This is an optimization exercise on Yosys and OpenROAD, whose aim is small area, not a production implementation.
Function was checked by simulation only, so behaviour that the tests miss may differ from the original.
No driver is modelled on the clock port, so clocking that relies on it looks cheaper here than on a real chip.
Power figures rest on the tool's default switching activity, not on a simulated workload.

## JK
## reg_file_32x32
module reg_file_32x32 #(
  parameter int DATA_W = regfile_pkg::DATA_W,
  parameter int ADDR_W = regfile_pkg::ADDR_W,
  parameter int DEPTH  = regfile_pkg::DEPTH
) (
  input  logic              clk,
  input  logic              reset,
  input  logic [ADDR_W-1:0] rd_addr1,
  input  logic [ADDR_W-1:0] rd_addr2,
  output logic [DATA_W-1:0] rd_data1,
  output logic [DATA_W-1:0] rd_data2,
  input  logic              wr_en,
  input  logic [ADDR_W-1:0] wr_addr,
  input  logic [DATA_W-1:0] wr_data
);
  logic [DEPTH-1:1][DATA_W-1:0] regs;
  logic [3:0] lo, lo_n;
  logic [7:0] hi_en, hi_en_n, hi_ld;
  logic       nreset;
  assign nreset = !reset;
  for (genvar i = 0; i < 4; i++) begin : g_lo
    assign lo[i]   = (wr_addr[1:0] == 2'(i));
    assign lo_n[i] = !lo[i];
  end
  for (genvar i = 0; i < 8; i++) begin : g_hi
    assign hi_en[i]   = wr_en && (wr_addr[4:2] == 3'(i));
    assign hi_en_n[i] = !hi_en[i];
    assign hi_ld[i]   = hi_en[i] && nreset;
  end
  logic [DEPTH-1:1] load, hold;
  for (genvar r = 1; r < DEPTH; r++) begin : g_wdec
    regfile_and2 u_load (.a(lo[r%4]), .b(hi_ld[r/4]), .y(load[r]));
    regfile_o21a u_hold (.a1(lo_n[r%4]), .a2(hi_en_n[r/4]), .b1(nreset), .y(hold[r]));
  end
  logic [DEPTH-1:1][DATA_W-1:0] regs_d;
  for (genvar r = 1; r < DEPTH; r++) begin : g_row
    for (genvar b = 0; b < DATA_W; b++) begin : g_bit
      regfile_ao22 u_next (
        .a0 (load[r]), .b0 (wr_data[b]),
        .a1 (hold[r]), .b1 (regs[r][b]),
        .y  (regs_d[r][b])
      );
    end
  end
  always_ff @(posedge clk) begin
    regs <= regs_d;
  end
  regfile_read_port #(
    .DATA_W (DATA_W),
    .ADDR_W (ADDR_W),
    .DEPTH  (DEPTH)
  ) u_port1 (
    .addr (rd_addr1),
    .regs (regs),
    .data (rd_data1)
  );
  regfile_read_port #(
    .DATA_W (DATA_W),
    .ADDR_W (ADDR_W),
    .DEPTH  (DEPTH)
  ) u_port2 (
    .addr (rd_addr2),
    .regs (regs),
    .data (rd_data2)
  );
endmodule
==> flow/config.mk <==
export PLATFORM = sky130hd
export DESIGN_NAME = reg_file_32x32
export DESIGN_NICKNAME = reg_file_32x32
export VERILOG_FILES = /design/flow/design.v
export SDC_FILE = /design/flow/constraint.sdc
export NUM_CORES = 4
export LEC_CHECK = 0
export CAP_MARGIN = 0
export CELL_PAD_IN_SITES_DETAIL_PLACEMENT = 1
export CORE_MARGIN = 2
export CORE_UTILIZATION = 60
export GPL_TIMING_DRIVEN = 0
export SLEW_MARGIN = 0
export SYNTH_HIERARCHICAL = 1
==> flow/constraint.sdc <==
create_clock -name core_clock -period 6.0 [get_ports {clk}]
set_input_delay 1.2000 -clock core_clock [delete_from_list [all_inputs] [get_ports {clk}]]
set_output_delay 1.2000 -clock core_clock [all_outputs]
set_load 0.01 [all_outputs]
standard.sh (not shown) runs the stock make flow with config.mk's settings and CLKGATE_MAP_FILE= SYNTH_SCRIPT=/design/flow/synth_recipe.tcl, a recipe that flattens the netlist after the stock synthesis.
==> flow/flow/run.sh <==
#!/bin/bash
# The standard ORFS layout with changes that only affect which buffers and
# drive strengths the layout uses:
#  - before the resize step's repair_design, drivers of nets that break max
#    slew/cap are upsized (flow/sizer.tcl) instead of being buffered;
#  - clock tree from clkbuf_8 leaf clusters of up to 24 flip-flops, without
#    dummy balancing loads; leaf buffers whose flip-flops see more than 105 ps
#    of clock slew are then upsized (flow/clkfix.tcl);
#  - buf_1 port buffers.
# The make output goes to flow_make.log; each ORFS step logs under orfs/logs.
set -euo pipefail
export PRE_RESIZE_TCL="$PWD/flow/sizer.tcl"
export POST_CTS_TCL="$PWD/flow/clkfix.tcl"
export CTS_ARGS="-sink_clustering_enable -repair_clock_nets -dont_use_dummy_load -sink_clustering_size 24 -sink_clustering_max_diameter 70 -buf_list {sky130_fd_sc_hd__clkbuf_8}"
export BUFFER_PORTS_ARGS="-buffer_cell sky130_fd_sc_hd__buf_1"
bash standard.sh finish > flow_make.log 2>&1
==> flow/flow/clkfix.tcl <==
estimate_parasitics -placement
set ladder {sky130_fd_sc_hd__clkbuf_1 sky130_fd_sc_hd__clkbuf_2 sky130_fd_sc_hd__clkbuf_4 sky130_fd_sc_hd__clkbuf_8 sky130_fd_sc_hd__clkbuf_16}
for {set pass 0} {$pass < 4} {incr pass} {
  set todo [dict create]
  foreach p [get_pins -hierarchical */CLK] {
    set s 0
    foreach rf {rise fall} {
      set v [get_property $p slew_max_$rf]
      if {$v > $s} { set s $v }
    }
    if {$s <= 0.105} continue
    set net [get_nets -of_objects $p]
    foreach d [get_pins -quiet -of_objects $net -filter "direction==output"] {
      dict set todo [get_full_name [get_cells -of_objects $d]] 1
    }
  }
  set n 0
  dict for {iname _} $todo {
    set inst [get_cells $iname]
    set ref [get_property $inst ref_name]
    set i [lsearch $ladder $ref]
    if {$i < 0 || $i == [llength $ladder] - 1} continue
    replace_cell $inst [get_lib_cells */[lindex $ladder [expr {$i + 1}]]]
    incr n
  }
  puts "clkfix pass $pass: upsized $n clock buffers"
  if {$n == 0} break
  estimate_parasitics -placement
}
detailed_placement
estimate_parasitics -placement
Other scripts of this flow, unchanged in this note and not shown: flow/flow/sizer.tcl
[inputs] MS vs JK
Settings: CORE_UTILIZATION now 50, was 60.
## What came out
Area after detailed placement in MS is 0.40% above JK.
Status: worst-case hold slack parity (MS, JK)
The estimated power of MS ends up higher than the estimate for JK.
Looking at number of antenna violations at the first check in global routing across JK and MS, the one that comes out higher is JK.
[compare] base=JK new=MS: count of clock-buffer cells in the layout grew by about 2%, placement row count has increased.
Relative to MS, the following input files were edited for AL:
Settings: changing CORE_UTILIZATION from 50 to 40.
==> flow/flow/run.sh <==
#!/bin/bash
# The standard ORFS layout with changes that only affect which buffers and
# drive strengths the layout uses:
#  - before the resize step's repair_design, drivers of nets that break max
#    slew/cap are upsized (flow/sizer.tcl) instead of being buffered;
#  - clock tree from clkbuf_8 leaf clusters of up to 20 flip-flops, without
#    dummy balancing loads; leaf buffers whose flip-flops see more than 95 ps
#    of clock slew are then upsized (flow/clkfix.tcl);
#  - buf_1 port buffers.
# The make output goes to flow_make.log; each ORFS step logs under orfs/logs.
set -euo pipefail
export PRE_RESIZE_TCL="$PWD/flow/sizer.tcl"
export POST_CTS_TCL="$PWD/flow/clkfix.tcl"
export CTS_ARGS="-sink_clustering_enable -repair_clock_nets -dont_use_dummy_load -sink_clustering_size 20 -sink_clustering_max_diameter 60 -buf_list {sky130_fd_sc_hd__clkbuf_8}"
export BUFFER_PORTS_ARGS="-buffer_cell sky130_fd_sc_hd__buf_1"
bash standard.sh finish > flow_make.log 2>&1
diff --git a/flow/flow/clkfix.tcl b/flow/flow/clkfix.tcl
--- a/flow/flow/clkfix.tcl
+++ b/flow/flow/clkfix.tcl
@@ -9,5 +9,5 @@
       if {$v > $s} { set s $v }
     }
-    if {$s <= 0.105} continue
+    if {$s <= 0.095} continue
     set net [get_nets -of_objects $p]
     foreach d [get_pins -quiet -of_objects $net -filter "direction==output"] {
==> comparison <==
- Going from MS to AL, fmax went up; sum of internal, switching and leakage power climbed about 4.4%; vias after detailed routing saw a decrease.
### AL -> TR
Settings: swapping 40 for 50 in CORE_UTILIZATION; clearing CELL_PAD_IN_SITES_DETAIL_PLACEMENT, which used to be 1.
Re post-synthesis async set-or-reset flop share: no difference whatsoever between AL and TR.
Summary of TR over AL: count of antenna-violating nets left after detailed routing roughly the same, critical path's largest stage delay higher.
Between AL and TR, the flow reports total number of tap cells decreasing by more than 10%.
AL → TR: sum of routed wire length over all layers up 1.5%; power down 220 uW; area of the placeable core down 20%.
Per the comparison of TR with AL, utilization increased 11 points; worst-case hold slack essentially unchanged; effective utilization at floorplan increased 10 points; setup slack increased 0.078 ns.

## afterwards: timing with drivers on the ports
In the flow no input, the clock included, has a driving cell. The finished layouts below were timed again as built, in two steps. Step 1: set_driving_cell puts a clkbuf_16 on clk and a buf_2 on each other input, an assumption about the parent block. Step 2 adds t to the input delays and takes it off the output delays; t is the mean of the earliest and latest rising clock arrival at the registers after step 1. Input paths then give back, and output paths get back, about the clock's delay inside the block. a / b / c = ideal / step 1 / step 2; a / b = the first two.
run | shift t [ns] | slack for setup (ns) | hold WS [ns] | slew at the worst register clock pin (ns) | worst data-port slew with drivers (ns)
JK | 0.849 | 0.382 / 0.256 / 0.256 | 0.504 / 0.504 / 0.504 | 0.11 / 0.11 | 0.16
MS | 0.848 | 0.497 / 0.313 / 0.313 | 0.506 / 0.506 / 0.506 | 0.11 / 0.11 | 0.19
AL | 0.796 | 0.528 / 0.499 / 0.499 | 0.499 / 0.499 / 0.499 | 0.09 / 0.09 | 0.11
TR | 0.788 | 0.607 / 0.521 / 0.521 | 0.500 / 0.500 / 0.500 | 0.10 / 0.10 | 0.20
After both steps every run listed still meets setup and hold. For MS, which loses most, drivers alone change the setup slack by -0.184 ns; drivers and shift together by -0.184 ns.
